Context: an optimization exercise on an open-source flow, tuned for small area, a short achievable clock period and few clock cycles per item. The choices shown serve that exercise and are no tape-out recipe. Where RTL was checked, it was by simulation tests only, not by an equivalence proof against the original. Only the layout flow was run in runs 1 and 2; the RTL was not checked for function there. Power and IR drop assume default switching activity.

--- design/flow/flow/run.sh ---
#!/bin/bash
# The standard ORFS flow, run in two parts:
#  1. synthesis exactly as standard.sh makes it;
#  2. floorplan to final layout with two changes:
#     - the clock tree is built with larger sink clusters and without the
#       dummy loads CTS adds to balance it;
#     - delay cells are kept out of port buffering and timing repair, so the
#       port buffers are plain buffers (flow/dont_use.tcl, run before each
#       OpenROAD step).
# Each part's full output goes to its own log file in this folder; ORFS's
# per-step logs stay under orfs/logs/.
set -euo pipefail
W=$(pwd)

bash standard.sh synth > "$W/flow_synth.log" 2>&1

export CTS_ARGS="-sink_clustering_enable -repair_clock_nets -dont_use_dummy_load -sink_clustering_size 30 -sink_clustering_max_diameter 60"
for step in FLOORPLAN GLOBAL_PLACE_SKIP_IO IO_PLACEMENT GLOBAL_PLACE RESIZE DETAIL_PLACE REPAIR_TIMING_POST_PLACE CTS GLOBAL_ROUTE DETAIL_ROUTE FILLCELL; do
  export PRE_${step}_TCL="$W/flow/dont_use.tcl"
done

bash standard.sh > "$W/flow_layout.log" 2>&1
--- design/flow/flow/dont_use.tcl ---
# Keep delay cells out of port buffering and timing repair.
set_dont_use [get_lib_cells {sky130_fd_sc_hd__dlygate* sky130_fd_sc_hd__clkdlybuf*}]
# Aim repair at sharp edges on every net, so high-fanout nets get buffered.
set_max_transition 0.5 [current_design]
--- design/flow/standard.sh ---
#!/bin/bash
# synth_recipe.tcl (not shown) runs the flow's synth.tcl, then flattens the netlist and writes it again
# the make line also repeats each setting of config.mk as NAME=value (left out here)
make -C /OpenROAD-flow-scripts/flow DESIGN_CONFIG=/design/flow/config.mk WORK_HOME=/design/flow/orfs CLKGATE_MAP_FILE= SYNTH_SCRIPT=/design/flow/synth_recipe.tcl "${@:-finish}"
--- design/flow/config.mk ---
export PLATFORM = sky130hd
export DESIGN_NAME = set_membership_table_top
export DESIGN_NICKNAME = set_membership_table_top
export VERILOG_FILES = /design/flow/design.v
export SDC_FILE = /design/flow/constraint.sdc
export NUM_CORES = 4
export LEC_CHECK = 0
export ABC_CLOCK_PERIOD_IN_PS = 1800
export CAP_MARGIN = 20
export CORE_MARGIN = 2
export CORE_UTILIZATION = 40
export PLACE_DENSITY = 0.6
export SETUP_SLACK_MARGIN = 1.4
export SLEW_MARGIN = 20
--- design/flow/constraint.sdc ---
create_clock -name core_clock -period 3.4 [get_ports {clk}]
set_input_delay 0.6800 -clock core_clock [delete_from_list [all_inputs] [get_ports {clk}]]
set_output_delay 0.6800 -clock core_clock [all_outputs]
set_load 0.01 [all_outputs]
--- design/flow/design.v ---
package smt_pkg;
  localparam int CAPACITY = 16;
  localparam int KEY_BITS = 32;
  localparam int IDX_W = $clog2(CAPACITY);
  localparam int CNT_W = $clog2(CAPACITY + 1);
  localparam int COUNT_OUT_W = 5;
  localparam int REQ_W = 2;
  localparam int IN_DATA_W = ((KEY_BITS + 7) / 8) * 8;
  localparam int OUT_DATA_W = 8;
  localparam logic [REQ_W-1:0] REQ_LOOKUP = 2'd0;
  localparam logic [REQ_W-1:0] REQ_INSERT = 2'd1;
  localparam logic [REQ_W-1:0] REQ_REMOVE = 2'd2;
  typedef enum logic [1:0] {
    ST_IDLE,
    ST_MATCH,
    ST_UPDATE
  } state_t;
  typedef struct packed {
    logic load;
    logic match;
    logic commit;
  } cmd_t;
endpackage
module smt_ctrl (
  input  logic          clk,
  input  logic          rst_n,
  input  logic          in_tvalid,
  output logic          in_tready,
  output logic          out_tvalid,
  input  logic          out_tready,
  output smt_pkg::cmd_t cmd
);
  logic req_valid_r, req_valid_nxt;    
  logic out_valid_r, out_valid_nxt;
  logic idle_r;                        
  logic out_free;
  assign req_valid_nxt = cmd.load || (req_valid_r && !cmd.commit);
  assign out_valid_nxt = cmd.commit || (out_valid_r && !out_tready);
  always_ff @(posedge clk) begin
    if (!rst_n) begin
      req_valid_r <= 1'b0;
      out_valid_r <= 1'b0;
      idle_r      <= 1'b1;
    end else begin
      req_valid_r <= req_valid_nxt;
      out_valid_r <= out_valid_nxt;
      idle_r      <= !req_valid_nxt || !out_valid_nxt;
    end
  end
  assign out_free   = !out_valid_r || out_tready;
  assign out_tvalid = out_valid_r;
  assign cmd.commit = req_valid_r && out_free;
  assign in_tready  = idle_r || out_tready;
  assign cmd.load   = in_tvalid && in_tready;
  assign cmd.match  = in_tready;
endmodule
module smt_dpath (
  input  logic                            clk,
  input  logic                            rst_n,
  input  smt_pkg::cmd_t                   cmd,
  input  logic [smt_pkg::REQ_W-1:0]       req_in,
  input  logic [smt_pkg::KEY_BITS-1:0]    key_in,
  output logic                            was_present,
  output logic [smt_pkg::COUNT_OUT_W-1:0] entry_count,
  output logic                            dropped
);
  localparam int CAP = smt_pkg::CAPACITY;
  logic [smt_pkg::KEY_BITS-1:0] store_r [CAP];
  logic [CAP-1:0]               valid_r;
  logic [CAP-1:0]               free_r;       
  logic [CAP-1:0]               free_nxt;     
  logic [smt_pkg::CNT_W-1:0]    count_r, count_nxt, count_hit, count_miss;
  logic [CAP-1:0]               cmp_match;
  logic                         cmp_same;
  logic [smt_pkg::KEY_BITS-1:0] upd_key_r;
  logic [smt_pkg::REQ_W-1:0]    upd_req_r;
  logic [CAP-1:0]               upd_match_r;
  logic [CAP-1:0]               match;
  logic                         hit, full, is_ins, is_rem, ins_ok, rem_ok;
  logic                            was_present_r;
  logic [smt_pkg::COUNT_OUT_W-1:0] entry_count_r;
  logic                            dropped_r;
  assign cmp_same = (upd_key_r == key_in);
  always_comb begin
    for (int i = 0; i < CAP; i++) begin
      cmp_match[i] = (valid_r[i] && (store_r[i] == key_in)) || (free_r[i] && cmp_same);
    end
  end
  always_ff @(posedge clk) begin
    if (cmd.match) begin
      upd_key_r   <= key_in;
      upd_req_r   <= req_in;
      upd_match_r <= cmp_match;
    end
  end
  always_comb begin
    for (int i = 0; i < CAP; i++) begin
      match[i] = valid_r[i] && upd_match_r[i];
    end
  end
  assign hit    = |match;
  assign full   = count_r[smt_pkg::IDX_W];
  assign is_ins = (upd_req_r == smt_pkg::REQ_INSERT);
  assign is_rem = (upd_req_r == smt_pkg::REQ_REMOVE);
  assign ins_ok = cmd.commit && is_ins && !full;
  assign rem_ok = cmd.commit && is_rem;
  assign count_hit  = rem_ok ? count_r - 1'b1 : count_r;
  assign count_miss = ins_ok ? count_r + 1'b1 : count_r;
  assign count_nxt  = hit ? count_hit : count_miss;
  always_comb begin
    for (int i = 0; i < CAP; i++) begin
      free_nxt[i] = !(valid_r[i] || free_r[i]) &&
                    (((valid_r | free_r) & ~({CAP{1'b1}} << i)) == ~({CAP{1'b1}} << i));
    end
  end
  always_ff @(posedge clk) begin
    if (!rst_n) begin
      count_r <= '0;
      valid_r <= '0;
      free_r  <= CAP'(1);
    end else begin
      count_r <= count_nxt;
      for (int i = 0; i < CAP; i++) begin
        valid_r[i] <= (valid_r[i] && !(rem_ok && match[i])) || (ins_ok && free_r[i] && !hit);
      end
      if (ins_ok && !hit) begin
        free_r <= free_nxt;
      end else if (rem_ok && full) begin
        free_r <= match;
      end
    end
  end
  always_ff @(posedge clk) begin
    for (int i = 0; i < CAP; i++) begin
      if (free_r[i]) begin
        store_r[i] <= upd_key_r;
      end
    end
  end
  always_ff @(posedge clk) begin
    if (cmd.commit) begin
      was_present_r <= hit;
      entry_count_r <= count_nxt;
      dropped_r     <= is_ins && full && !hit;
    end
  end
  assign was_present = was_present_r;
  assign entry_count = entry_count_r;
  assign dropped     = dropped_r;
endmodule
module set_membership_table_top (
  input  logic                           clk,
  input  logic                           rst_n,
  input  logic                           in_tvalid,
  output logic                           in_tready,
  input  logic [smt_pkg::IN_DATA_W-1:0]  in_tdata,   
  input  logic [smt_pkg::REQ_W-1:0]      in_tuser,   
  output logic                           out_tvalid,
  input  logic                           out_tready,
  output logic [smt_pkg::OUT_DATA_W-1:0] out_tdata   
);
  smt_pkg::cmd_t                   cmd;
  logic                            was_present;
  logic [smt_pkg::COUNT_OUT_W-1:0] entry_count;
  logic                            dropped;
  smt_ctrl u_ctrl (
    .clk        (clk),
    .rst_n      (rst_n),
    .in_tvalid  (in_tvalid),
    .in_tready  (in_tready),
    .out_tvalid (out_tvalid),
    .out_tready (out_tready),
    .cmd        (cmd)
  );
  smt_dpath u_dpath (
    .clk         (clk),
    .rst_n       (rst_n),
    .cmd         (cmd),
    .req_in      (in_tuser),
    .key_in      (in_tdata[smt_pkg::KEY_BITS-1:0]),
    .was_present (was_present),
    .entry_count (entry_count),
    .dropped     (dropped)
  );
  assign out_tdata = {1'b0, dropped, entry_count, was_present};
endmodule
==> results of run 1 <==
[metal layers]
metal	part of all wire [%]	routed length (um)	track usage [%]
met2	48	40160	41.71
met3	8.2	6949	3.055
met1	40	33950	35.04
met5	0	0	0
met4	4.0	3407	9.032
[cells by family after synthesis]
kind of cell,Yosys count
adder cells (fa/ha/maj),2
flip-flops,609
multiplexers,3
other,1
AO/OA/AOI/OAI,79
XOR/XNOR,547
AND/OR/NAND/NOR,324
buffers and inverters,85
[layout by cell type, fill, tap and decap left out, types with 16 or more instances in the layout]
master | synthesis | final
dfxtp_1 | 40 | 16
clkbuf_16 | 0 | 42
clkbuf_4 | 0 | 22
buf_6 | 0 | 28
edfxtp_1 | 569 | 569
buf_4 | 3 | 79
nor4_2 | 0 | 22
nor2_1 | 39 | 36
nand3_1 | 29 | 27
dfxtp_4 | 0 | 22
nand4_1 | 119 | 119
buf_2 | 1 | 36
xnor2_1 | 449 | 438
nand2_1 | 61 | 50
buf_1 | 1 | 64
xor2_1 | 98 | 95
[worst register-to-register path, stage by stage, from the launching register on]
cell and delay, ps:
edfxtp_1 510, a22oi_2 220, nand3_2 100, nor4_4 290, buf_6 180, buf_8 120
nand2_8 90, or4_1 480, a21oi_1 140
[state kept, by name, summed over array words and instances (netlist names)]
signal                 flops
u_dpath.free_r            16
u_dpath.was_present_r      1
u_ctrl.req_valid_r         1
u_dpath.upd_req_r          2
u_dpath.store_r          512
u_ctrl.idle_r              1
u_dpath.count_r            5
u_ctrl.out_valid_r         1
u_dpath.upd_key_r         32
u_dpath.entry_count_r      5
u_dpath.dropped_r          1
u_dpath.upd_match_r       16
u_dpath.valid_r           16
[power breakdown]
part / internal, W / leakage [nW] / switching, W
logic: 0.000440 / 3.38 / 0.000830
clock network: 0.00219 / 0.518 / 0.00242
registers: 0.00833 / 5.62 / 0.0000861
[through the flow]
step | total power, W | utilization [%] | hold WS [ps] | instance area [sq um] | setup slack (ps)
3_3_place_gp | 0.009729 | 43.67 | 543.6 | 27500 | 151.2
6_report | 0.01428 | 47.78 | 265.6 | 30090 | 1182
5_1_grt | 0.01463 | 47.78 | 263.0 | 30090 | 1096
4_1_cts | 0.01429 | 46.96 | 243.3 | 29570 | 1250
2_1_floorplan | 0.009267 | - | 489.7 | 26190 | 1263
3_5_place_dp | 0.009753 | 44.08 | 545.8 | 27750 | 126.9
[synthesized netlist by cell type, drive strengths merged, types with 3 or more instances]
cell and n:
or2 3, nor3 3, a21oi 15, and2 5, nand3 30, nand2 61
o21ai 10, a22oi 17, buf 5, mux2i 3, a211oi 3, o21a 5
xnor2 449, nor4 46, nor2 40, inv 4, edfxtp 569, dfxtp 40
o41ai 16, nand4 119, xor2 98, or3 3, a31oi 7, clkbuf 75
[worst min path at each step]
stage	from	to	slack, ps	cells past startpoint
global route	in_tuser[1]	u_dpath.upd_req_r[1]$_DFFE_PN_	260	1
detailed placement	u_dpath.upd_key_r[12]$_DFFE_PN_	u_dpath.store_r[5][12]$_DFFE_PP_	550	0
global placement	u_ctrl.req_valid_r$_SDFF_PN0_	u_ctrl.req_valid_r$_SDFF_PN0_	540	2
floorplan	u_dpath.valid_r[12]$_SDFF_PN0_	u_dpath.free_r[12]$_SDFFE_PN0P_	490	2
CTS	in_tuser[0]	u_dpath.upd_req_r[0]$_DFFE_PN_	240	1
finish	in_tuser[0]	u_dpath.upd_req_r[0]$_DFFE_PN_	270	1
[final cells by class]
cell class / count / share of cell area [%]
clock buffers: 42 / 3.493
inverters: 5 / 0.08733
multi-input cells: 956 / 26.53
flip-flops and latches: 609 / 59.73
well taps: 846 / 3.518
repair buffers: 261 / 6.637
[timing repair]
item | in CTS | in global routing
setup endpoints to repair | 58 | 59
buffers inserted | 49 | 10
hold buffers | 0 | 0
gates cloned | 3 | 0
gates resized for setup | 115 | 94
pin swaps | 26 | 55
==> results.txt, run 1 <==
* Number of global-route vias before repair at 14,898
* Max cap viols at 0
* Synth Warn # at 3
* Reg area at 17,970 sq um
* First-pass GRT wire length at 116.8 mm
* Synthesized area at 25,440 sq um
* CTS tree: built
* Ys flop type: edfxtp_1
* Critical R2R Capture: u_dpath.free_r[6]$_SDFFE_PN0P_
* Fin crit period at 2218 ps
* Register-to-register setup slack at roughly 1200 ps
* Synth Area in Adders at 0.09838%
* CP startpoint kind: flip-flop
* Crit-path leading delay family: simple AND/OR/NAND/NOR gates
* R2R Path Start: u_dpath.upd_match_r[3]$_DFFE_PN_
* Critical path class: reg -> reg
* Post-synth top area share at 67.17%
* Cells after DPL at approximately 2,600
* Peak VDD IR at 0.4800 mV
* Setup Viol. Count Final at 0
* I/O Buffers at 46
* Fillers at 5,432
* Lkg Pwr at 9.526 nW
* Syn Nets at 1,690
* Layout cell share with drive strength beyond 1 at 20.07%
* H-tree depth at 2
* Die X at 256.2 um
* Number of flops mapped to enable cells by yosys at 569
* I/O pin count at 48
* Worst path slowest cell: edfxtp_1
* Period Utilization, post-route at about 65%
* Post-Route WL at 84.47 mm
* Largest net degree at the start of global routing at 29
* Area leader, netlist: edfxtp_1
* Layout Nets at ~1,900
* Post-synthesis simple-gate area fraction at 7.157%
* Crit end category: flip-flop
* Area Overhead vs Synth at 18.29%
* Crit-path max FO at 9
* Iter 0 DRT Violations at 1,988
* Sequential-to-total area share from yosys stat at 70.32%
* N_diodes at 0
* Critical path data required time at 3910 ps
* DP HPWL at 55.80 mm
* Starting Density at 40.40%
* Total Routing Usage GR at 25.44%
* Post-synthesis compound-gate area fraction at 2.150%
* Hold Crit Class: in -> reg
* WL/cell at 31.07 um
* Clock latency (worst-skew pair) at around 630 ps
* Max Slew Vio Count at 0
* Core area at 62,970 sq um
* Slew margin rel. at 14.21%
* Root Buffer: clkbuf_16
* Routed vias/inst at 5.739
* CTS buffer count at 42
* Critical Path Start: u_dpath.upd_match_r[3]$_DFFE_PN_
* Crit. path cell count at 8
* Critical Path Max Stage Delay at 510 ps
* CTS Sinks at ~610
* Tightest Pin Transition at around 430 ps
* GR Overflow Total at 0
* Flop and latch count out of synthesis at 609
* RSZ-0062 raised after global routing: yes
* Residual DRC at 0
* Crit-path cells: a22oi_2 -> nand3_2 -> nor4_4 -> buf_6 -> buf_8 -> nand2_8 -> or4_1 -> a21oi_1
* Die span in y at 256.2 um
* CTS clk-pin slew, worst paths at 90 ps
* Area contributors post-synth: edfxtp_1, xnor2_1, xor2_1
* Finished Layout Cells at about 2,700
* FMAX at 451.0 MHz
* Sum of buffers and inverters on the critical path at 2
* Synth cell types at 52
* Via Count at 15,603
* Initial antenna violation count at 4
* Post-DRT Antenna Nets at 0
* First drt pass iteration count at 5
* Status: timing/DRC/antenna clean
* R2R cell count at 8
* Worst EP arrival at around 2700 ps
* Synth Area in XOR/XNOR at 18.84%
* Total die area at 65,620 sq um
* Syn avg cell area at between 15 and 20 sq um
* Area of the multi-input gates at 7983 sq um
* Row cnt at 92
* Fraction of registers with async set/reset at 0%
* Largest family of logic cells by synthesized area: XOR/XNOR gates
* Post-synthesis mux area share at 0.1181%
* Syn Inst Count at 1,650
* Setup TNS at 0 ps
* Clock Path Buffers at 3
* Setup crit end: u_dpath.free_r[6]$_SDFFE_PN0P_
* Clk_skew at ~96 ps
* RD Place Congestion at 0.9058
* Pwr per Cell Area at 474.7 nW/um^2
* Final Hold Fails at 0
==> run 2, diff against run 1 <==
--- a/design/flow/design.v
+++ b/design/flow/design.v
@@ -26,40 +26,40 @@
   input  logic          rst_n,
   input  logic          in_tvalid,
   output logic          in_tready,
-  output logic          out_tvalid,
+  input  logic          out_tvalid,
   input  logic          out_tready,
   output smt_pkg::cmd_t cmd
 );
-  logic req_valid_r, req_valid_nxt;    
-  logic out_valid_r, out_valid_nxt;
-  logic idle_r;                        
-  logic out_free;
-  assign req_valid_nxt = cmd.load || (req_valid_r && !cmd.commit);
-  assign out_valid_nxt = cmd.commit || (out_valid_r && !out_tready);
-  always_ff @(posedge clk) begin
-    if (!rst_n) begin
-      req_valid_r <= 1'b0;
-      out_valid_r <= 1'b0;
-      idle_r      <= 1'b1;
-    end else begin
-      req_valid_r <= req_valid_nxt;
-      out_valid_r <= out_valid_nxt;
-      idle_r      <= !req_valid_nxt || !out_valid_nxt;
-    end
-  end
-  assign out_free   = !out_valid_r || out_tready;
-  assign out_tvalid = out_valid_r;
-  assign cmd.commit = req_valid_r && out_free;
-  assign in_tready  = idle_r || out_tready;
+  logic [1:0] held_r, held_nxt;
+  logic       pop;
+  logic       ready_any_r;     
+  logic       ready_pop_r;     
+  assign pop        = out_tvalid && out_tready;
+  assign in_tready  = ready_any_r || (ready_pop_r && out_tready);
   assign cmd.load   = in_tvalid && in_tready;
-  assign cmd.match  = in_tready;
+  assign cmd.match  = 1'b0;
+  assign cmd.commit = 1'b0;
+  assign held_nxt = held_r + {1'b0, cmd.load} - {1'b0, pop};
+  always_ff @(posedge clk) begin
+    if (!rst_n) begin
+      held_r      <= '0;
+      ready_any_r <= 1'b1;
+      ready_pop_r <= 1'b0;
+    end else begin
+      held_r      <= held_nxt;
+      ready_any_r <= held_nxt <= 2'd1;
+      ready_pop_r <= held_nxt == 2'd2;
+    end
+  end
 endmodule
 module smt_dpath (
   input  logic                            clk,
   input  logic                            rst_n,
   input  smt_pkg::cmd_t                   cmd,
+  input  logic                            out_tready,
   input  logic [smt_pkg::REQ_W-1:0]       req_in,
   input  logic [smt_pkg::KEY_BITS-1:0]    key_in,
+  output logic                            out_tvalid,
   output logic                            was_present,
   output logic [smt_pkg::COUNT_OUT_W-1:0] entry_count,
   output logic                            dropped
@@ -72,14 +72,17 @@
   logic [smt_pkg::CNT_W-1:0]    count_r, count_nxt, count_hit, count_miss;
   logic [CAP-1:0]               cmp_match;
   logic                         cmp_same;
+  logic                         upd_valid_r;
   logic [smt_pkg::KEY_BITS-1:0] upd_key_r;
   logic [smt_pkg::REQ_W-1:0]    upd_req_r;
   logic [CAP-1:0]               upd_match_r;
   logic [CAP-1:0]               match;
   logic                         hit, full, is_ins, is_rem, ins_ok, rem_ok;
-  logic                            was_present_r;
-  logic [smt_pkg::COUNT_OUT_W-1:0] entry_count_r;
-  logic                            dropped_r;
+  localparam int RES_W = 1 + smt_pkg::COUNT_OUT_W + 1;
+  logic [RES_W-1:0] res;
+  logic [RES_W-1:0] out_r, spare_r;
+  logic             out_valid_r, spare_valid_r;
+  logic             pop;
   assign cmp_same = (upd_key_r == key_in);
   always_comb begin
     for (int i = 0; i < CAP; i++) begin
@@ -87,10 +90,15 @@
     end
   end
   always_ff @(posedge clk) begin
-    if (cmd.match) begin
-      upd_key_r   <= key_in;
-      upd_req_r   <= req_in;
-      upd_match_r <= cmp_match;
+    upd_key_r   <= key_in;
+    upd_req_r   <= req_in;
+    upd_match_r <= cmp_match;
+  end
+  always_ff @(posedge clk) begin
+    if (!rst_n) begin
+      upd_valid_r <= 1'b0;
+    end else begin
+      upd_valid_r <= cmd.load;
     end
   end
   always_comb begin
@@ -102,8 +110,8 @@
   assign full   = count_r[smt_pkg::IDX_W];
   assign is_ins = (upd_req_r == smt_pkg::REQ_INSERT);
   assign is_rem = (upd_req_r == smt_pkg::REQ_REMOVE);
-  assign ins_ok = cmd.commit && is_ins && !full;
-  assign rem_ok = cmd.commit && is_rem;
+  assign ins_ok = upd_valid_r && is_ins && !full;
+  assign rem_ok = upd_valid_r && is_rem;
   assign count_hit  = rem_ok ? count_r - 1'b1 : count_r;
   assign count_miss = ins_ok ? count_r + 1'b1 : count_r;
   assign count_nxt  = hit ? count_hit : count_miss;
@@ -137,16 +145,31 @@
       end
     end
   end
-  always_ff @(posedge clk) begin
-    if (cmd.commit) begin
-      was_present_r <= hit;
-      entry_count_r <= count_nxt;
-      dropped_r     <= is_ins && full && !hit;
-    end
-  end
-  assign was_present = was_present_r;
-  assign entry_count = entry_count_r;
-  assign dropped     = dropped_r;
+  assign res = {is_ins && full && !hit, count_nxt, hit};
+  assign pop = out_valid_r && out_tready;
+  always_ff @(posedge clk) begin
+    if (!rst_n) begin
+      out_valid_r   <= 1'b0;
+      spare_valid_r <= 1'b0;
+    end else begin
+      out_valid_r   <= upd_valid_r || spare_valid_r || (out_valid_r && !out_tready);
+      spare_valid_r <= spare_valid_r ? (!pop || upd_valid_r) : (upd_valid_r && out_valid_r && !pop);
+    end
+  end
+  always_ff @(posedge clk) begin
+    if (pop && spare_valid_r) begin
+      out_r <= spare_r;
+    end else if (upd_valid_r && (pop || !out_valid_r)) begin
+      out_r <= res;
+    end
+    if (upd_valid_r) begin
+      spare_r <= res;
+    end
+  end
+  assign out_tvalid  = out_valid_r;
+  assign was_present = out_r[0];
+  assign entry_count = out_r[smt_pkg::COUNT_OUT_W:1];
+  assign dropped     = out_r[RES_W-1];
 endmodule
 module set_membership_table_top (
   input  logic                           clk,
@@ -176,8 +199,10 @@
     .clk         (clk),
     .rst_n       (rst_n),
     .cmd         (cmd),
+    .out_tready  (out_tready),
     .req_in      (in_tuser),
     .key_in      (in_tdata[smt_pkg::KEY_BITS-1:0]),
+    .out_tvalid  (out_tvalid),
     .was_present (was_present),
     .entry_count (entry_count),
     .dropped     (dropped)
==> design/flow/flow/dont_use.tcl (replaced) <==
# Keep delay cells out of port buffering and timing repair.
set_dont_use [get_lib_cells {sky130_fd_sc_hd__dlygate* sky130_fd_sc_hd__clkdlybuf*}]
==> results.txt, run 2 <==
* Worst path slowest cell: nor4b_1
* Slew margin rel. at 19.94% (+5.7 points)
* N_diodes at 0 (unchanged)
* Layout cell share with drive strength beyond 1 at 15.88% (-4.2 points)
* Finished Cell Area at 29,270 sq um (-2.7%)
* Row cnt at 92 (unchanged)
* Finished Layout Cells at 2,742 (+0.85%)
* Synthesized area at 25,460 sq um (+0.11%)
* Crit-path cells: a22oi_2 -> nand3_2 -> nor4_4 -> buf_6 -> buf_6 -> nand2_2 -> nor4b_1 -> o21a_1
* Tightest Pin Transition at 1201 ps (+772.0 ps)
* I/O Buffers at 46 (unchanged)
* WL/cell at 29.31 um (-5.6%)
* Sequential-to-total area share from yosys stat at 69.42% (-0.90 points)
* Hold Crit Class: in -> reg
* Fin crit period at 2097 ps (-120.0 ps)
* Clock Path Buffers at 3 (unchanged)
* Number of global-route vias before repair at 14,416 (-3.2%)
* Max FFs per register at 512 (unchanged)
* Pwr per Cell Area at 485.1 nW/um^2 (+2.2%)
* FMAX at 476.8 MHz (+5.7%)
* Period Utilization, post-route at 61.69% (-3.5 points)
* Fraction of registers with async set/reset at 0% (unchanged)
* Most frequent cell after synthesis: edfxtp_1
* Top reg by flops: u_dpath.store_r
* Max Slew Vio Count at 0 (unchanged)
* Area Overhead vs Synth at 14.94%
* Fillers at 5,526 (+1.7%)
* Post-synthesis compound-gate area fraction at 2.290% (+0.14 points)
* Core area at 62,970 sq um (unchanged)
* Largest net degree at the start of global routing at 47 (+62%)
* Residual DRC at 0 (unchanged)
* Via Count at 15,135 (-3.0%)
* Syn Inst Count at 1,698 (+2.9%)
* Largest family of logic cells by synthesized area: XOR/XNOR gates
* Peak VDD IR at 0.3772 mV (-21%)
* Post-synthesis simple-gate area fraction at 7.238% (+0.081 points)
* Setup TNS at 0 ps (unchanged)
* Iter 0 DRT Violations at 1,892 (-4.8%)
* Post-synthesis mux area share at 0.4226% (+0.30 points)
* Critical path data required time at 3930 ps (+20 ps)
* CTS buffer count at 41 (-2.4%)
* Flop and latch count out of synthesis at 620 (+1.8%)
* Post-DRT Antenna Nets at 0 (unchanged)
* Regs by FF count: u_dpath.store_r x512, u_dpath.upd_key_r x32
* CP startpoint kind: flip-flop
* DP HPWL at 52.39 mm (-6.1%)
* Clk_skew at 62.32 ps (-33.38 ps)
* Top cells by count, synth: edfxtp_1, xnor2_1, xor2_1
* # hold bufs at CTS at 0 (unchanged)
* Final Hold Fails at 0 (unchanged)
* Clock latency (worst-skew pair) at 620 ps (about the same)
* Die span in y at 256.3 um (about the same)
* Critical path class: reg -> reg
* Layout Nets at 1,940 (+1.3%)
* Crit-path max FO at 13 (+4)
* Die X at 256.3 um (about the same)
* Routed vias/inst at 5.520 (-3.8%)
* I/O pin count at 48 (unchanged)
* Status: timing/DRC/antenna clean
* RD Place Congestion at 0.8879 (-2.0%)
* Synth cell types at 49 (-5.8%)
* Number of flops mapped to enable cells by yosys at 526 (-7.6%)
* First-pass GRT wire length at 111.7 mm (-4.4%)
* Setup Viol. Count Final at 0 (unchanged)
* Synth Warn # at 3 (unchanged)
* Total Routing Usage GR at 24.09% (-1.3 points)
* Max cap viols at 0 (unchanged)
* CTS Sinks at 620 (+1.8%)
* CTS tree: built
* Post-synth top area share at 62.03% (-5.1 points)
* Synth Area in XOR/XNOR at 18.88% (+0.048 points)
* Cells after DPL at 2,637 (+0.92%)
* Ys flop type: edfxtp_1
* Total die area at 65,690 sq um (+0.11%)
* RSZ-0062 raised after global routing: yes
* Area leader, netlist: edfxtp_1
* Crit end category: flip-flop
* Leading cell types in the layout, fill and taps excluded: edfxtp_1, xnor2_1, xor2_1
* Worst EP arrival at 2620 ps (-110 ps)
* Root Buffer: clkbuf_16
* Syn avg cell area at 15.00 sq um (-2.7%)
* Syn Nets at 1,740 (+3.0%)
* Starting Density at 40.44% (+0.044 points)
* Initial antenna violation count at 2 (-2)
* Synth Area in Adders at 0.1966% (+0.098 points)
* Most common cell after layout, fill and taps aside: edfxtp_1
* H-tree depth at 2 (unchanged)
* Area of the multi-input gates at 7943 sq um (-0.50%)
* Post-Route WL at 80.37 mm (-4.8%)
* First drt pass iteration count at 7 (+2)
* Placed cell area at 27,040 sq um (-2.6%)
* Lkg Pwr at 9.242 nW (-3.0%)
* Area contributors post-synth: edfxtp_1, xnor2_1, dfxtp_1
* Top cell by count, worst path: buf_6
* GR Overflow Total at 0 (unchanged)
* Reg area at 17,780 sq um (-1.1%)
* Critical Path Max Stage Delay at 410 ps (-100 ps)
* CTS clk-pin slew, worst paths at 80 ps (about the same)
[run 2: logic make-up after synthesis]
| logic type | after synthesis |
|---|---|
| xor gates and xnor gates | 549 |
| AOI/OAI and AO/OA | 83 |
| other | 1 |
| DFF | 620 |
| muxes | 10 |
| adders and majority gates | 4 |
| buffers and inverters | 88 |
| and+or+nand+nor | 343 |
[run 2: metal layers]
| metal | track usage (%) | share of wire [%] | vias to the layer above |
|---|---|---|---|
| li1 | - | - | 6500 |
| met1 | 33.83 | 42 | 7846 |
| met2 | 38.25 | 46 | 666 |
| met3 | 4.083 | 8.6 | 123 |
| met4 | 7.586 | 3.3 | 0 |
| met5 | 0 | 0 | - |
[run 2: where the power goes]
| part | internal, W | switching, W | leakage, nW | total (W) |
|---|---|---|---|---|
| Sequential | 0.00837 | 0.000124 | 5.59 | 0.00850 |
| Combinational | 0.000399 | 0.000727 | 3.15 | 0.00113 |
| Clock | 0.00214 | 0.00244 | 0.505 | 0.00458 |
[run 2: worst paths after layout]
check | startpoint | end | slack (ps) | cells after the start
worst max register to register | u_dpath.valid_r[1]$_SDFF_PN0_ | u_dpath.free_r[4]$_SDFFE_PN0P_ | 1300 | 8
worst min register to register | u_dpath.upd_match_r[10]$_DFF_P_ | u_dpath.free_r[10]$_SDFFE_PN0P_ | 520 | 2
worst min-delay path | in_tuser[0] | u_dpath.upd_req_r[0]$_DFF_P_ | 200 | 1
worst max-delay path | u_dpath.valid_r[1]$_SDFF_PN0_ | u_dpath.free_r[4]$_SDFFE_PN0P_ | 1300 | 8
[run 2: worst max-delay path, delay by kind of cell, from the launching register on]
kind	cells	cell delay, ps
AND/OR/NAND/NOR	4	1010
buffers and inverters	2	300
AO/OA/AOI/OAI	2	360
flip-flops	1	380
[run 2: area by class of cell]
class                      instances  share of cell area, %
clock buffer                      41                  3.506
multi-input combinational        991                  27.14
sequential                       620                  60.75
tap                              846                  3.617
timing repair buffer             238                  4.891
inverter                           6                 0.1026
[run 2: metrics by stage]
step                setup slack [ps]  hold slack [ps]  utilization [%]  total power (W)
finish                          1303            198.4            46.48          0.01420
global route                    1236            184.0            46.48          0.01455
CTS                             1331            186.6            45.39          0.01417
detailed placement             235.7            506.0            42.95         0.009694
global placement               173.1            492.5            42.93         0.009688
floorplan                       1402            457.9                -         0.009255
[run 2: timing repair]
| action | CTS | global route |
|---|---|---|
| gates cloned | 0 | 1 |
| setup buffers | 21 | 41 |
| endpoints found under the setup margin | 62 | 56 |
| pin swaps | 16 | 36 |
| gates resized for setup | 117 | 114 |
==> run 3, diff against run 2 <==
--- a/design/flow/design.v
+++ b/design/flow/design.v
@@ -69,6 +69,7 @@
   logic [CAP-1:0]               valid_r;
   logic [CAP-1:0]               free_r;       
   logic [CAP-1:0]               free_nxt;     
+  logic [CAP-1:0]               free_keep;    
   logic [smt_pkg::CNT_W-1:0]    count_r, count_nxt, count_hit, count_miss;
   logic [CAP-1:0]               cmp_match;
   logic                         cmp_same;
@@ -77,7 +78,7 @@
   logic [smt_pkg::REQ_W-1:0]    upd_req_r;
   logic [CAP-1:0]               upd_match_r;
   logic [CAP-1:0]               match;
-  logic                         hit, full, is_ins, is_rem, ins_ok, rem_ok;
+  logic                         hit, full, is_ins, is_rem, ins_ok, rem_ok, ins_new;
   localparam int RES_W = 1 + smt_pkg::COUNT_OUT_W + 1;
   logic [RES_W-1:0] res;
   logic [RES_W-1:0] out_r, spare_r;
@@ -121,6 +122,12 @@
                     (((valid_r | free_r) & ~({CAP{1'b1}} << i)) == ~({CAP{1'b1}} << i));
     end
   end
+  assign ins_new = ins_ok && !hit;
+  always_comb begin
+    for (int i = 0; i < CAP; i++) begin
+      free_keep[i] = free_r[i] || (rem_ok && full && match[i]);
+    end
+  end
   always_ff @(posedge clk) begin
     if (!rst_n) begin
       count_r <= '0;
@@ -129,13 +136,9 @@
     end else begin
       count_r <= count_nxt;
       for (int i = 0; i < CAP; i++) begin
-        valid_r[i] <= (valid_r[i] && !(rem_ok && match[i])) || (ins_ok && free_r[i] && !hit);
+        valid_r[i] <= (valid_r[i] && !(rem_ok && match[i])) || (ins_new && free_r[i]);
       end
-      if (ins_ok && !hit) begin
-        free_r <= free_nxt;
-      end else if (rem_ok && full) begin
-        free_r <= match;
-      end
+      free_r <= ins_new ? free_nxt : free_keep;
     end
   end
   always_ff @(posedge clk) begin
==> results.txt, run 3 <==
* Status: timing/DRC/antenna clean
* Synth cell types at 49 (unchanged)
* Die X at 256 um (-0.12%)
* Max cap viols at 0 (unchanged)
* Post-DRT Antenna Nets at 0 (unchanged)
* RSZ-0062 raised after global routing: yes
* Clock latency (worst-skew pair) at 610 ps (about the same)
* Slew margin rel. at 18.22% (-1.7 points)
* Setup Viol. Count Final at 0 (unchanged)
* Fin crit period at 2102 ps (+4.870 ps)
* N_diodes at 0 (unchanged)
* FMAX at 475.7 MHz (-0.23%)
* I/O pin count at 48 (unchanged)
* Lkg Pwr at 9.352 nW (+1.2%)
* Area Overhead vs Synth at 16.20%
* Crit-path cells: a22oi_2 -> nand2_2 -> nor4_4 -> buf_6 -> buf_6 -> mux2i_2 -> xor2_1 -> mux2_4
* Critical path data required time at 3740 ps (-190 ps)
* Switch share at 22.97% (-0.18 points)
* Total Routing Usage GR at 24.52% (+0.43 points)
* RD Place Congestion at 0.8958 (+0.89%)
* Reg area at 17,820 sq um (+0.22%)
* GR Overflow Total at 0 (unchanged)
* Number of global-route vias before repair at 14,842 (+3.0%)
* Post-synth top area share at 62.18% (+0.15 points)
* Number of flops mapped to enable cells by yosys at 526 (unchanged)
* Flop and latch count out of synthesis at 620 (unchanged)
* Area leader, netlist: edfxtp_1
* Most common cell after layout, fill and taps aside: edfxtp_1
* Clock power frac at 32.1% (about the same)
* Via Count at 15,303 (+1.1%)
* CTS tree: built
* Leading cell types in the layout, fill and taps excluded: edfxtp_1, xnor2_1, xor2_1
* Most frequent cell after synthesis: edfxtp_1
* Top reg by flops: u_dpath.store_r
* H-tree depth at 2 (unchanged)
* Row cnt at 92 (unchanged)
* Syn Nets at 1,718 (-1.3%)
* Peak VDD IR at 0.3423 mV (-9.2%)
* Crit. path cell count at 8 (unchanged)
* Top cells by count, synth: edfxtp_1, xnor2_1, xor2_1
* Synth Warn # at 3 (unchanged)
* Fillers at 5,428 (-1.8%)
* Crit-path max FO at 6 (-7)
* DP HPWL at 52.51 mm (+0.23%)
* Sequential-to-total area share from yosys stat at 69.59% (+0.17 points)
* Hold Path Origin: in_tuser[0]
* Syn Inst Count at 1,676 (-1.3%)
* Routed vias/inst at 5.595 (+1.4%)
* Area of the multi-input gates at 7958 sq um (+0.19%)
* Final Core Density at 46.88% (+0.40 points)
* Period Utilization, post-route at 61.83% (+0.14 points)
* Layout Nets at 1,933 (-0.36%)
* First drt pass iteration count at 5 (-2)
* Sum of buffers and inverters on the critical path at 2 (unchanged)
* Crit end category: flip-flop
* Flop pwr share at 59.9% (about the same)
* Pwr per Cell Area at 475.5 nW/um^2 (-2.0%)
* R2R cell count at 8 (unchanged)
* Net Sw Power at 0.003224 W (-1.9%)
* Top cell by count, worst path: buf_6
* First-pass GRT wire length at 113.2 mm (+1.4%)
* Crit-path leading delay family: multiplexers
* Post-Route WL at 81.67 mm (+1.6%)
* Residual DRC at 0 (unchanged)
* Area contributors post-synth: edfxtp_1, xnor2_1, dfxtp_1
* Core area at 62,970 sq um (unchanged)
* CTS clk-pin slew, worst paths at 90 ps (about the same)
* # hold bufs at CTS at 0 (unchanged)
* Hold Crit Class: in -> reg
* Largest net degree at the start of global routing at 38 (-19%)
* Worst EP arrival at 2440 ps (-180 ps)
* R2R Path Start: u_dpath.upd_match_r[10]$_DFF_P_
* Critical path class: reg -> reg
* Syn avg cell area at 15.16 sq um (+1.1%)
* Max Slew Vio Count at 0 (unchanged)
* Fraction of registers with async set/reset at 0% (unchanged)
* WL/cell at 29.86 um (+1.9%)
* Critical R2R Capture: u_dpath.out_r[3]$_DFFE_PP_
* Starting Density at 40.34% (-0.097 points)
* Iter 0 DRT Violations at 1,852 (-2.1%)
* Initial antenna violation count at 2 (unchanged)
* Clk_skew at 64.31 ps (+1.985 ps)
* Tightest Pin Transition at 1227 ps (+25.75 ps)
* Synthesized area at 25,400 sq um (-0.24%)
* Critical Path Max Stage Delay at 380 ps (-30 ps)
* I/O Buffers at 46 (unchanged)
* CP startpoint kind: flip-flop
* Pint at 0.01081 W (-0.92%)
* Root Buffer: clkbuf_16
* CTS buffer count at 40 (-2.4%)
* CTS Sinks at 620 (unchanged)
* Hold path endpoint: u_dpath.upd_req_r[0]$_DFF_P_
* Critical Path Start: u_dpath.upd_match_r[10]$_DFF_P_
* Regs by FF count: u_dpath.store_r x512, u_dpath.upd_key_r x32
* Worst path slowest cell: dfxtp_1
* Register-to-register setup slack at 1300 ps (about the same)
* WHS at 194.9 ps (-3.509 ps)
* Total die area at 65,540 sq um (-0.24%)
* Hold path cells at 1 (unchanged)
* Max FFs per register at 512 (unchanged)
* Layout cell share with drive strength beyond 1 at 18.63% (+2.8 points)
* Clock Path Buffers at 3 (unchanged)
* Gate power share at 8.0% (about the same)
* Die span in y at 256 um (-0.12%)
* Ys flop type: edfxtp_1
* Final Hold Fails at 0 (unchanged)
-- run 3: power groups by stage --
stage | Clock, W | Sequential [W] | Combinational [W]
after floorplan | 0 | 0.00860 | 0.000563
after detailed placement | 0 | 0.00861 | 0.000982
after CTS | 0.00456 | 0.00842 | 0.00106
after global placement | 0 | 0.00860 | 0.000974
after global routing | 0.00480 | 0.00842 | 0.00118
final | 0.00450 | 0.00841 | 0.00113
-- run 3: layer usage --
layer / share of wire, % / track usage [%] / up-vias
met5: 0 / 0 / -
met4: 4.4 / 8.821 / 0
met3: 8.2 / 3.476 / 165
met2: 47 / 40.43 / 782
met1: 40 / 33.17 / 7872
li1: - / - / 6484
-- run 3: repair_timing --
action                     4_1_cts  5_1_grt
setup endpoints to repair       78       69
pin swaps                       24       45
setup buffers                   40       34
gates cloned                     0        3
gates resized for setup        143      140
-- run 3: layout make-up --
cell class | instances | area share [%]
multi-input combinational | 966 | 26.96
clock buffer | 40 | 3.391
timing repair buffer | 254 | 5.570
tap | 846 | 3.586
sequential | 620 | 60.37
inverter | 9 | 0.1229
-- run 3: cell families after synthesis --
kind of cell | Yosys count | share of synthesized area, %
and+or+nand+nor | 308 | 6.699
other | 1 | 0.01476
muxes | 9 | 0.3793
DFF | 620 | 69.59
xor gates and xnor gates | 549 | 18.93
AOI/OAI and AO/OA | 94 | 2.606
buffers and inverters | 91 | 1.586
adders and majority gates | 4 | 0.1970
-- run 3: per-stage QoR --
step / cells / setup WS [ps] / total power [W] / TNS [ps] / area (sq um)
final: 2735 / 1298 / 0.01403 / 0 / 29520
after detailed placement: 2618 / -106.9 / 0.009588 / -106.9 / 27040
after CTS: 2698 / 1337 / 0.01403 / 0 / 28770
after floorplan: 1676 / 1400 / 0.009161 / 0 / 25680
after global routing: 2735 / 1246 / 0.01440 / 0 / 29520
after global placement: 2617 / -132.3 / 0.009576 / -132.3 / 27020
-- run 3: how the worst max path moves through the flow --
stage	end	slack [ps]
after detailed placement	u_dpath.upd_match_r[9]$_DFF_P_	-110
after global placement	u_dpath.upd_match_r[9]$_DFF_P_	-130
after CTS	u_dpath.upd_match_r[9]$_DFF_P_	1340
final	u_dpath.out_r[3]$_DFFE_PP_	1300
after floorplan	u_dpath.upd_match_r[9]$_DFF_P_	1400
after global routing	u_dpath.out_r[3]$_DFFE_PP_	1250
Testbench counts of run 3, summed over its fixed seeds: cycles 12,016, items 12,000.
==> run 4, diff against run 3 <==
--- a/design/flow/config.mk
+++ b/design/flow/config.mk
@@ -5,10 +5,9 @@
 export SDC_FILE = /design/flow/constraint.sdc
 export NUM_CORES = 4
 export LEC_CHECK = 0
-export ABC_CLOCK_PERIOD_IN_PS = 1800
 export CAP_MARGIN = 20
 export CORE_MARGIN = 2
 export CORE_UTILIZATION = 40
 export PLACE_DENSITY = 0.6
-export SETUP_SLACK_MARGIN = 1.4
+export SETUP_SLACK_MARGIN = 1.3
 export SLEW_MARGIN = 20
==> results.txt, run 4 <==
* Status: timing/DRC/antenna clean
* First drt pass iteration count at 5 (unchanged)
* Flop pwr share at 59.8% (about the same)
* Number of flops mapped to enable cells by yosys at 526 (unchanged)
* Hold Crit Class: in -> reg
* Clk_skew at 111.7 ps (+47.36 ps)
* Iter 0 DRT Violations at 1,895 (+2.3%)
* Number of global-route vias before repair at 14,551 (-2.0%)
* Critical path data required time at 3870 ps (+130 ps)
* FMAX at 467.8 MHz (-1.7%)
* Tightest Pin Transition at 1163 ps (-63.27 ps)
* Die span in y at 256 um (unchanged)
* Switch share at 22.78% (-0.19 points)
* Power, Total at 0.01408 W (+0.35%)
* CTS tree: built
* Pint at 0.01088 W (+0.60%)
* Period Utilization, post-route at 62.87% (+1.0 points)
* Finished Cell Area at 28,790 sq um (-2.5%)
* Area contributors post-synth: edfxtp_1, xnor2_1, dfxtp_1
* Fraction of registers with async set/reset at 0% (unchanged)
* Setup Viol. Count Final at 0 (unchanged)
* RSZ-0062 raised after global routing: yes
* Ys flop type: edfxtp_1
* Reg area at 17,780 sq um (-0.24%)
* Area Overhead vs Synth at 13.33%
* Top cell by count, worst path: nand4_1
* Post-synth top area share at 62.18% (unchanged)
* Layout Nets at 1,895 (-2.0%)
* Syn Nets at 1,718 (unchanged)
* # hold bufs at CTS at 0 (unchanged)
* Synth Warn # at 3 (unchanged)
* Core area at 62,970 sq um (unchanged)
* Final Core Density at 45.72% (-1.2 points)
* First-pass GRT wire length at 112.3 mm (-0.75%)
* Clock latency (worst-skew pair) at 650 ps (+40 ps)
* Finished Layout Cells at 2,697 (-1.4%)
* Total Routing Usage GR at 24.31% (-0.22 points)
* DP HPWL at 52.02 mm (-0.95%)
* RD Place Congestion at 0.8561 (-4.4%)
* I/O Buffers at 46 (unchanged)
* Sum of buffers and inverters on the critical path at 2 (unchanged)
* Root Buffer: clkbuf_16
* Flop and latch count out of synthesis at 620 (unchanged)
* Most common cell after layout, fill and taps aside: edfxtp_1
* Worst EP arrival at 2610 ps (+170 ps)
* I/O pin count at 48 (unchanged)
* Row cnt at 92 (unchanged)
* Slew margin rel. at 22.44% (+4.2 points)
* Starting Density at 40.34% (unchanged)
* Lkg Pwr at 8.987 nW (-3.9%)
* Clock Path Buffers at 3 (unchanged)
* Fin crit period at 2138 ps (+35.35 ps)
* Peak VDD IR at 0.3469 mV (+1.3%)
* Final Hold Fails at 0 (unchanged)
* Area of the multi-input gates at 7639 sq um (-4.0%)
* Regs by FF count: u_dpath.store_r x512, u_dpath.upd_key_r x32
* Top cells by count, synth: edfxtp_1, xnor2_1, xor2_1
* Area leader, netlist: edfxtp_1
* Synthesized area at 25,400 sq um (unchanged)
* Pwr per Cell Area at 489.2 nW/um^2 (+2.9%)
* Crit-path max FO at 12 (+6)
* Post-DRT Antenna Nets at 0 (unchanged)
* Setup TNS at 0 ps (unchanged)
* Crit-path cells: buf_2 -> buf_6 -> xnor2_1 -> nand4_1 -> nor4_1 -> nand4_1 -> o41ai_1
* Largest net degree at the start of global routing at 38 (unchanged)
* CTS Sinks at 620 (unchanged)
* Most frequent cell after synthesis: edfxtp_1
* Worst path slowest cell: o41ai_1
* Syn Inst Count at 1,676 (unchanged)
* Top reg by flops: u_dpath.store_r
* Net Sw Power at 0.003208 W (-0.49%)
* H-tree depth at 2 (unchanged)
* Layout cell share with drive strength beyond 1 at 13.94% (-4.7 points)
* Critical Path Max Stage Delay at 470 ps (+90 ps)
* WL/cell at 29.67 um (-0.63%)
* Placed cell area at 27,020 sq um (about the same)
* Total die area at 65,540 sq um (unchanged)
* Post-Route WL at 80.03 mm (-2.0%)
* Synth cell types at 49 (unchanged)
* Die X at 256 um (unchanged)
* GR Overflow Total at 0 (unchanged)
* Critical path class: in -> reg
* Max FFs per register at 512 (unchanged)
* Syn avg cell area at 15.16 sq um (unchanged)
* CTS clk-pin slew, worst paths at 90 ps (about the same)
* Gate power share at 7.5% (-0.5 points)
* CP startpoint kind: primary input
* Max cap viols at 0 (unchanged)
* N_diodes at 0 (unchanged)
* Via Count at 15,050 (-1.7%)
* Crit-path leading delay family: simple AND/OR/NAND/NOR gates
* Leading cell types in the layout, fill and taps excluded: edfxtp_1, xnor2_1, xor2_1
* Crit end category: flip-flop
* Cells after DPL at 2,617 (-0.038%)
* Fillers at 5,547 (+2.2%)
* Initial antenna violation count at 4 (+2)
* Sequential-to-total area share from yosys stat at 69.59% (unchanged)
* Max Slew Vio Count at 0 (unchanged)
* CTS buffer count at 42 (+5.0%)
* Clock power frac at 32.7% (+0.6 points)
* Routed vias/inst at 5.580 (-0.27%)
* Residual DRC at 0 (unchanged)
-- run 4: cell type report --
type	instances	area share [%]
clock buffers	42	3.651
inverters	9	0.1260
flip-flops and latches	620	61.75
multi-input cells	965	26.53
repair buffers	215	4.268
well taps	846	3.677
-- run 4: final timing paths --
| kind | end | depth (start not counted) | slack, ps | start |
|---|---|---|---|---|
| setup / recovery | u_dpath.upd_match_r[2]$_DFF_P_ | 7 | 1260 | in_tdata[6] |
| setup reg to reg | u_dpath.upd_match_r[8]$_DFF_P_ | 6 | 1270 | u_dpath.store_r[8][15]$_DFFE_PP_ |
| hold / removal | u_dpath.upd_req_r[0]$_DFF_P_ | 1 | 190 | in_tuser[0] |
| hold reg to reg | u_dpath.store_r[6][9]$_DFFE_PP_ | 0 | 490 | u_dpath.upd_key_r[9]$_DFF_P_ |
-- run 4: cells by family after synthesis --
logic type | synth area share [%]
fa+ha+maj | 0.1970
mux | 0.3793
flops | 69.59
other cells | 0.01476
xor+xnor | 18.93
compound gates | 2.606
buf+inv | 1.586
simple gates | 6.699
-- run 4: layer usage --
| metal | part of all wire (%) | vias up | GRT usage, % | routed length (um) |
|---|---|---|---|---|
| li1 | - | 6405 | - | - |
| met2 | 47 | 734 | 39.73 | 37820 |
| met5 | 0.016 | - | 0 | 13 |
| met1 | 41 | 7786 | 33.74 | 32740 |
| met4 | 3.1 | 2 | 7.521 | 2477 |
| met3 | 8.7 | 123 | 3.327 | 6984 |
-- run 4: per-stage QoR --
step	hold WS [ps]	worst slack, ps
after floorplan	480.6	1305
after global placement	490.6	107.7
after detailed placement	501.2	111.9
after CTS	160.4	1245
after global routing	178.0	1256
final	189.4	1262
-- run 4: worst register-to-register path: cells and delay by family, from the launching register on --
kind / cells / cell delay (ps)
buffers and inverters: 1 / 200
xor gates and xnor gates: 1 / 330
DFF: 1 / 380
AOI/OAI and AO/OA: 1 / 350
and+or+nand+nor: 3 / 730
-- run 4: timing repair --
| item | in CTS | in global routing |
|---|---|---|
| buffers inserted | 14 | 24 |
| endpoints found under the setup margin | 64 | 37 |
| cloned | 0 | 0 |
| pin swaps | 4 | 26 |
| gates resized for setup | 69 | 82 |
-- run 4: power groups by stage --
stage / Clock, W / Combinational, W / Sequential (W)
final: 0.00460 / 0.00106 / 0.00842
after global routing: 0.00490 / 0.00111 / 0.00843
after CTS: 0.00468 / 0.00103 / 0.00843
after detailed placement: 0 / 0.000979 / 0.00862
after global placement: 0 / 0.000973 / 0.00861
after floorplan: 0 / 0.000542 / 0.00860
==> run 5, diff against run 4 <==
--- a/design/flow/flow/run.sh
+++ b/design/flow/flow/run.sh
@@ -6,7 +6,8 @@
 #       dummy loads CTS adds to balance it;
 #     - delay cells are kept out of port buffering and timing repair, so the
 #       port buffers are plain buffers (flow/dont_use.tcl, run before each
-#       OpenROAD step).
+#       OpenROAD step);
+#     - after global routing, one more setup repair pass (flow/post_grt.tcl).
 # Each part's full output goes to its own log file in this folder; ORFS's
 # per-step logs stay under orfs/logs/.
 set -euo pipefail
@@ -19,4 +20,6 @@
   export PRE_${step}_TCL="$W/flow/dont_use.tcl"
 done
 
+export POST_GLOBAL_ROUTE_TCL="$W/flow/post_grt.tcl"
+
 bash standard.sh > "$W/flow_layout.log" 2>&1
==> design/flow/flow/post_grt.tcl (new file) <==
# One more setup repair on global-route parasitics, then re-legalise and
# re-route the nets it touched, as global_route.tcl does after its own repair.
repair_timing -setup -setup_margin $::env(SETUP_SLACK_MARGIN) -repair_tns 100
global_route -start_incremental
detailed_placement
global_route -end_incremental
--- a/design/flow/config.mk
+++ b/design/flow/config.mk
@@ -9,5 +9,5 @@
 export CORE_MARGIN = 2
 export CORE_UTILIZATION = 40
 export PLACE_DENSITY = 0.6
-export SETUP_SLACK_MARGIN = 1.3
+export SETUP_SLACK_MARGIN = 1.4
 export SLEW_MARGIN = 20
==> results.txt, run 5 <==
* Critical path class: reg -> reg
* CTS Sinks at 620 (unchanged)
* Area contributors post-synth: edfxtp_1, xnor2_1, dfxtp_1
* FMAX at 478.0 MHz (+2.2%)
* Syn Inst Count at 1,676 (unchanged)
* Layout Nets at 1,937 (+2.2%)
* I/O pin count at 48 (unchanged)
* Synth cell types at 49 (unchanged)
* Core area at 62,970 sq um (unchanged)
* Tightest Pin Transition at 1233 ps (+69.44 ps)
* Hold Crit Class: in -> reg
* Top cell by count, worst path: buf_6
* Worst path slowest cell: dfxtp_1
* Hold Path Origin: in_tuser[0]
* Area leader, netlist: edfxtp_1
* R2R Path Start: u_dpath.upd_match_r[10]$_DFF_P_
* Slew margin rel. at 17.81% (-4.6 points)
* GR Overflow Total at 0 (unchanged)
* Syn avg cell area at 15.16 sq um (unchanged)
* Regs by FF count: u_dpath.store_r x512, u_dpath.upd_key_r x32
* CP startpoint kind: flip-flop
* Sequential-to-total area share from yosys stat at 69.59% (unchanged)
* Clk_skew at 65.86 ps (-45.81 ps)
* Post-synthesis compound-gate area fraction at 2.606% (unchanged)
* Flop pwr share at 59.9% (about the same)
* Total Routing Usage GR at 24.52% (+0.22 points)
* Setup bufs post-CTS at 40 (+26)
* H-tree depth at 2 (unchanged)
* Clock power frac at 32.0% (-0.7 points)
* Power, Total at 0.01404 W (-0.33%)
* Sum of buffers and inverters on the critical path at 2 (unchanged)
* Final worst setup slack at 1308 ps (+45.72 ps)
* DP HPWL at 52.51 mm (+0.95%)
* Setup Viol. Count Final at 0 (unchanged)
* Post-synthesis mux area share at 0.3793% (unchanged)
* Switch share at 22.95% (+0.17 points)
* Top routing layer in use: met4
* Number of global-route vias before repair at 14,842 (+2.0%)
* Worst EP arrival at 2430 ps (-180 ps)
* Most common cell after layout, fill and taps aside: edfxtp_1
* Max Slew Vio Count at 0 (unchanged)
* Ys flop type: edfxtp_1
* Via Count at 15,345 (+2.0%)
* Pint at 0.01082 W (-0.55%)
* Initial antenna violation count at 2 (-2)
* Critical Path Start: u_dpath.upd_match_r[10]$_DFF_P_
* Synth Warn # at 3 (unchanged)
* Post-DRT Antenna Nets at 0 (unchanged)
* Top cells by count, synth: edfxtp_1, xnor2_1, xor2_1
* Largest net degree at the start of global routing at 38 (unchanged)
* Gate power share at 8.1% (+0.6 points)
* R2R cell count at 8 (+2)
* Root Buffer: clkbuf_16
* Met2 wire length at 39.04 mm (+3.2%)
* Fillers at 5,415 (-2.4%)
* Clock Path Buffers at 3 (unchanged)
* Crit end category: flip-flop
* Pre-CTS WS at -106.9 ps (-218.8 ps)
* Final Hold Fails at 0 (unchanged)
* Crit-path leading delay family: multiplexers
* First-pass GRT wire length at 113.2 mm (+0.75%)
* Crit-path cells: a22oi_2 -> nand2_2 -> nor4_4 -> buf_6 -> buf_6 -> mux2i_2 -> xor2_1 -> mux2_4
* Largest family of logic cells by synthesized area: XOR/XNOR gates
* Post-Route WL at 81.94 mm (+2.4%)
* Layout cell share with drive strength beyond 1 at 19.07% (+5.1 points)
* Max FFs per register at 512 (unchanged)
* CTS tree: built
* Routed vias/inst at 5.602 (+0.40%)
* Number of flops mapped to enable cells by yosys at 526 (unchanged)
* Hold path cells at 1 (unchanged)
* Total die area at 65,540 sq um (unchanged)
* Post-synthesis simple-gate area fraction at 6.699% (unchanged)
* Clock latency (worst-skew pair) at 610 ps (-40 ps)
* Peak VDD IR at 0.3429 mV (-1.1%)
* CTS clk-pin slew, worst paths at 90 ps (about the same)
* Fin crit period at 2092 ps (-45.72 ps)
* Residual DRC at 0 (unchanged)
* Crit-path max FO at 6 (-6)
* CTS buffer count at 40 (-4.8%)
* Starting Density at 40.34% (unchanged)
* Critical Path Max Stage Delay at 380 ps (-90 ps)
* Synth Area in Adders at 0.1970% (unchanged)
* Iter 0 DRT Violations at 1,809 (-4.5%)
* Period Utilization, post-route at 61.53% (-1.3 points)
* Crit. path cell count at 8 (+1)
* Flop and latch count out of synthesis at 620 (unchanged)
* M1 WL at 32.52 mm (-0.66%)
* Net Sw Power at 0.003221 W (+0.41%)
* RD Place Congestion at 0.8958 (+4.6%)
* Synth Area in XOR/XNOR at 18.93% (unchanged)
* Die X at 256 um (unchanged)
* WL/cell at 29.92 um (+0.82%)
* Status: timing/DRC/antenna clean
* WL met3 at 7.009 mm (+0.36%)
* Top reg by flops: u_dpath.store_r
* Leading cell types in the layout, fill and taps excluded: edfxtp_1, xnor2_1, xor2_1
* Row cnt at 92 (unchanged)
* Critical path data required time at 3740 ps (-130 ps)
* Die span in y at 256 um (unchanged)
* Max cap viols at 0 (unchanged)
* Post-synth top area share at 62.18% (unchanged)
* First drt pass iteration count at 7 (+2)
* # hold bufs at CTS at 0 (unchanged)
* Quantity of gates resized following cts at 143 (+110%)
* N_diodes at 0 (unchanged)
* Lkg Pwr at 9.528 nW (+6.0%)
* Synthesized area at 25,400 sq um (unchanged)
* I/O Buffers at 46 (unchanged)
* Area Overhead vs Synth at 16.69%
* Most frequent cell after synthesis: edfxtp_1
* Fraction of registers with async set/reset at 0% (unchanged)
* Syn Nets at 1,718 (unchanged)
* Pwr per Cell Area at 473.5 nW/um^2 (-3.2%)
run 5: cell counts after synthesis:
Identical to the previous run, type by type.
run 5: metrics by stage:
stage | std cells | setup TNS (ps) | area [sq um] | hold WS (ps) | util (%)
finish | 2739 | 0 | 29640 | 195.6 | 47.08
CTS | 2698 | 0 | 28770 | 180.9 | 45.69
detailed placement | 2618 | -106.9 | 27040 | 507.0 | 42.94
global placement | 2617 | -132.3 | 27020 | 491.1 | 42.92
floorplan | 1676 | 0 | 25680 | 480.6 | -
run 5: power groups by stage:
stage / combinational (W) / sequential (W) / clock [W]
final: 0.00113 / 0.00841 / 0.00450
after floorplan: 0.000563 / 0.00860 / 0
after detailed placement: 0.000982 / 0.00861 / 0
after global placement: 0.000974 / 0.00860 / 0
after CTS: 0.00106 / 0.00842 / 0.00456
run 5: worst paths after layout:
path / endpoint / slack [ps]
max: u_dpath.out_r[3]$_DFFE_PP_ / 1310
min: u_dpath.upd_req_r[0]$_DFF_P_ / 200
max reg2reg: u_dpath.out_r[3]$_DFFE_PP_ / 1310
min reg2reg: u_dpath.spare_r[0]$_DFFE_PP_ / 500
run 5: layer usage:
metal / global-route usage, % / vias up
met4: 8.821 / 0
li1: - / 6494
met2: 40.43 / 776
met1: 33.17 / 7920
met3: 3.476 / 155
met5: 0 / -
run 5: kinds of logic (layout without fill, tap and decap cells):
family          Yosys count  in the layout
compound gates           94             94
buf+inv                  91            307
xor+xnor                549            549
simple gates            308            309
fa+ha+maj                 4              4
other cells               1              1
flops                   620            620
mux                       9              9
run 5: worst register-to-register path, delay by kind of cell (launching register included):
kind | cells | cell delay [ps]
multiplexers | 2 | 460
AND/OR/NAND/NOR | 2 | 390
flip-flops | 1 | 380
buffers and inverters | 2 | 280
AO/OA/AOI/OAI | 1 | 230
XOR/XNOR | 1 | 100
run 5: area by class of cell:
| cell class | count | area (sq um) | area share (%) |
|---|---|---|---|
| Sequential cell | 620 | 17820 | 60.12 |
| Multi-Input combinational cell | 966 | 8035 | 27.11 |
| Timing Repair Buffer | 258 | 1690 | 5.703 |
| Tap cell | 846 | 1059 | 3.571 |
| Clock buffer | 40 | 1001 | 3.377 |
| Inverter | 9 | 36.28 | 0.1224 |
==> run 6, diff against run 5 <==
--- a/design/flow/design.v
+++ b/design/flow/design.v
@@ -81,8 +81,10 @@
   logic                         hit, full, is_ins, is_rem, ins_ok, rem_ok, ins_new;
   localparam int RES_W = 1 + smt_pkg::COUNT_OUT_W + 1;
   logic [RES_W-1:0] res;
-  logic [RES_W-1:0] out_r, spare_r;
-  logic             out_valid_r, spare_valid_r;
+  logic [RES_W-1:0] res_r [2];
+  logic             wr_sel_r, rd_sel_r;    
+  logic [1:0]       res_count_r;           
+  logic             out_valid_r;
   logic             pop;
   assign cmp_same = (upd_key_r == key_in);
   always_comb begin
@@ -152,27 +154,28 @@
   assign pop = out_valid_r && out_tready;
   always_ff @(posedge clk) begin
     if (!rst_n) begin
-      out_valid_r   <= 1'b0;
-      spare_valid_r <= 1'b0;
-    end else begin
-      out_valid_r   <= upd_valid_r || spare_valid_r || (out_valid_r && !out_tready);
-      spare_valid_r <= spare_valid_r ? (!pop || upd_valid_r) : (upd_valid_r && out_valid_r && !pop);
-    end
-  end
-  always_ff @(posedge clk) begin
-    if (pop && spare_valid_r) begin
-      out_r <= spare_r;
-    end else if (upd_valid_r && (pop || !out_valid_r)) begin
-      out_r <= res;
-    end
-    if (upd_valid_r) begin
-      spare_r <= res;
+      wr_sel_r    <= 1'b0;
+      rd_sel_r    <= 1'b0;
+      res_count_r <= '0;
+      out_valid_r <= 1'b0;
+    end else begin
+      wr_sel_r    <= wr_sel_r ^ upd_valid_r;
+      rd_sel_r    <= rd_sel_r ^ pop;
+      res_count_r <= res_count_r + {1'b0, upd_valid_r} - {1'b0, pop};
+      out_valid_r <= (res_count_r + {1'b0, upd_valid_r} - {1'b0, pop}) != 2'd0;
+    end
+  end
+  always_ff @(posedge clk) begin
+    for (int j = 0; j < 2; j++) begin
+      if (upd_valid_r && wr_sel_r == 1'(j)) begin
+        res_r[j] <= res;
+      end
     end
   end
   assign out_tvalid  = out_valid_r;
-  assign was_present = out_r[0];
-  assign entry_count = out_r[smt_pkg::COUNT_OUT_W:1];
-  assign dropped     = out_r[RES_W-1];
+  assign was_present = res_r[rd_sel_r][0];
+  assign entry_count = res_r[rd_sel_r][smt_pkg::COUNT_OUT_W:1];
+  assign dropped     = res_r[rd_sel_r][RES_W-1];
 endmodule
 module set_membership_table_top (
   input  logic                           clk,
--- a/design/flow/flow/run.sh
+++ b/design/flow/flow/run.sh
@@ -6,8 +6,7 @@
 #       dummy loads CTS adds to balance it;
 #     - delay cells are kept out of port buffering and timing repair, so the
 #       port buffers are plain buffers (flow/dont_use.tcl, run before each
-#       OpenROAD step);
-#     - after global routing, one more setup repair pass (flow/post_grt.tcl).
+#       OpenROAD step).
 # Each part's full output goes to its own log file in this folder; ORFS's
 # per-step logs stay under orfs/logs/.
 set -euo pipefail
@@ -20,6 +19,4 @@
   export PRE_${step}_TCL="$W/flow/dont_use.tcl"
 done
 
-export POST_GLOBAL_ROUTE_TCL="$W/flow/post_grt.tcl"
-
 bash standard.sh > "$W/flow_layout.log" 2>&1
--- a/design/flow/config.mk
+++ b/design/flow/config.mk
@@ -8,6 +8,6 @@
 export CAP_MARGIN = 20
 export CORE_MARGIN = 2
 export CORE_UTILIZATION = 40
-export PLACE_DENSITY = 0.6
+export PLACE_DENSITY = 0.7
 export SETUP_SLACK_MARGIN = 1.4
 export SLEW_MARGIN = 20
removed: design/flow/flow/post_grt.tcl
==> results.txt, run 6 <==
* Period Utilization, post-route at 62.82% (+1.3 points)
* Tightest Pin Transition at 1222 ps (-11.12 ps)
* Most common cell after layout, fill and taps aside: edfxtp_1
* Clock Path Buffers at 3 (unchanged)
* Setup crit end: u_dpath.upd_match_r[5]$_DFF_P_
* Synth Area in Adders at 0.3933% (+0.20 points)
* Register-to-register setup slack at 1260 ps (-40 ps)
* Setup TNS at 0 ps (unchanged)
* Routed vias/inst at 5.711 (+1.9%)
* Critical path class: reg -> reg
* Largest net degree at the start of global routing at 38 (unchanged)
* Post-Route WL at 76.65 mm (-6.5%)
* CTS clk-pin slew, worst paths at 100 ps (about the same)
* Die span in y at 256.2 um (about the same)
* Worst path slowest cell: edfxtp_1
* Top cell by count, worst path: nand4_1
* Number of flops mapped to enable cells by yosys at 526 (unchanged)
* GR Overflow Total at 0 (unchanged)
* Cells after DPL at 2,618 (unchanged)
* Final Core Density at 46.55% (-0.52 points)
* Iter 0 DRT Violations at 2,257 (+25%)
* Top reg by flops: u_dpath.store_r
* Fin crit period at 2136 ps (+43.83 ps)
* Status: timing/DRC/antenna clean
* Sequential-to-total area share from yosys stat at 69.70% (+0.11 points)
* First-pass GRT wire length at 107.3 mm (-5.2%)
* # hold bufs at CTS at 0 (unchanged)
* R2R Path Start: u_dpath.store_r[5][11]$_DFFE_PP_
* CTS Sinks at 623 (+0.48%)
* Area Overhead vs Synth at 15.17%
* M1 WL at 29.23 mm (-10%)
* R2R cell count at 7 (-1)
* Synth Warn # at 4 (+1)
* Net Sw Power at 0.003372 W (+4.7%)
* Syn Inst Count at 1,685 (+0.54%)
* Number of global-route vias before repair at 14,639 (-1.4%)
* I/O pin count at 48 (unchanged)
* Clock power frac at 29.2% (-2.8 points)
* Regs by FF count: u_dpath.store_r x512, u_dpath.upd_key_r x32
* I/O Buffers at 46 (unchanged)
* CP startpoint kind: flip-flop
* Ys flop type: edfxtp_1
* Crit-path leading delay family: simple AND/OR/NAND/NOR gates
* Flop pwr share at 60.7% (+0.8 points)
* CTS buffer count at 35 (-13%)
* Max Slew Vio Count at 0 (unchanged)
* First drt pass iteration count at 5 (-2)
* Synth Area in XOR/XNOR at 18.96% (+0.033 points)
* Pwr per Cell Area at 487.7 nW/um^2 (+3.0%)
## run 6: cell types whose count changed after synthesis, sizes merged, moves of 4 or more
cell / delta
xor2: -24
ha: +4
clkbuf: +39
and3: -4
a21oi: +10
nor4: -4
xnor2: +26
a22oi: -16
a211oi: +8
nand4: +5
buf: -38
o21ai: -7
nand2: +26
nor2: -25
## run 6: layout make-up
type	count	area, sq um
clock buffers	35	875.8
fillers	5438	33650
inverters	9	41.29
multi-input cells	970	8010
flip-flops and latches	623	17840
well taps	846	1059
repair buffers	206	1486
## run 6: logic make-up after synthesis
family | after synthesis
multiplexers | 10
other | 1
AO/OA/AOI/OAI | 92
adder cells (fa/ha/maj) | 8
AND/OR/NAND/NOR | 308
XOR/XNOR | 551
flip-flops | 623
buffers and inverters | 92
## run 6: worst reg2reg max path, delay by kind of cell, from the launching register on
family / cells / cell delay [ps]
simple gates: 3 / 690
buf+inv: 2 / 380
compound gates: 1 / 200
flops: 1 / 430
xor+xnor: 1 / 310
## run 6: per-layer routing
layer / up-vias / GRT usage [%]
met2: 976 / 36.86
met4: 2 / 9.893
met5: - / 0
met1: 7766 / 30.42
met3: 198 / 4.191
li1: 6416 / -
## run 6: metrics by stage
| step | hold WS, ps | total power (W) | instance area [sq um] |
|---|---|---|---|
| 3_3_place_gp | 476.8 | 0.01006 | 27050 |
| 4_1_cts | 212.9 | 0.01424 | 28710 |
| 5_1_grt | 220.8 | 0.01468 | 29310 |
| 2_1_floorplan | 475.4 | 0.009651 | 26130 |
| 3_5_place_dp | 482.2 | 0.01009 | 27080 |
| 6_report | 227.1 | 0.01430 | 29310 |
## run 6: worst min-delay path by stage
stage / from / endpoint / slack, ps
after floorplan: u_dpath.valid_r[15]$_SDFF_PN0_ / u_dpath.valid_r[15]$_SDFF_PN0_ / 480
after global placement: u_dpath.upd_key_r[9]$_DFF_P_ / u_dpath.store_r[4][9]$_DFFE_PP_ / 480
after detailed placement: u_dpath.upd_key_r[9]$_DFF_P_ / u_dpath.store_r[4][9]$_DFFE_PP_ / 480
after CTS: in_tuser[0] / u_dpath.upd_req_r[0]$_DFF_P_ / 210
after global routing: in_tuser[0] / u_dpath.upd_req_r[0]$_DFF_P_ / 220
final: in_tuser[0] / u_dpath.upd_req_r[0]$_DFF_P_ / 230
## run 6: repair_timing
action / 4_1_cts / 5_1_grt
setup endpoints to repair: 69 / 81
resized for setup: 163 / 129
gates cloned: 0 / 2
setup buffers: 26 / 7
pin swaps: 34 / 48
## run 6: power by group through the flow
stage | registers (W) | logic, W | clock network (W)
after global placement | 0.00885 | 0.00121 | 0
after global routing | 0.00870 | 0.00152 | 0.00446
after detailed placement | 0.00886 | 0.00124 | 0
final | 0.00868 | 0.00144 | 0.00417
after floorplan | 0.00884 | 0.000809 | 0
after CTS | 0.00868 | 0.00136 | 0.00420
Testbench counts of run 6, summed over its fixed seeds: cycles 12,016, items 12,000.

Check on run 6: ideal ports give 1.264 ns setup slack; a clkbuf_16 on the clock port and buf_2 on the inputs give 1.255 ns; moving port delays by the midpoint clock arrival (0.619 ns) as well gives 0.767 ns.
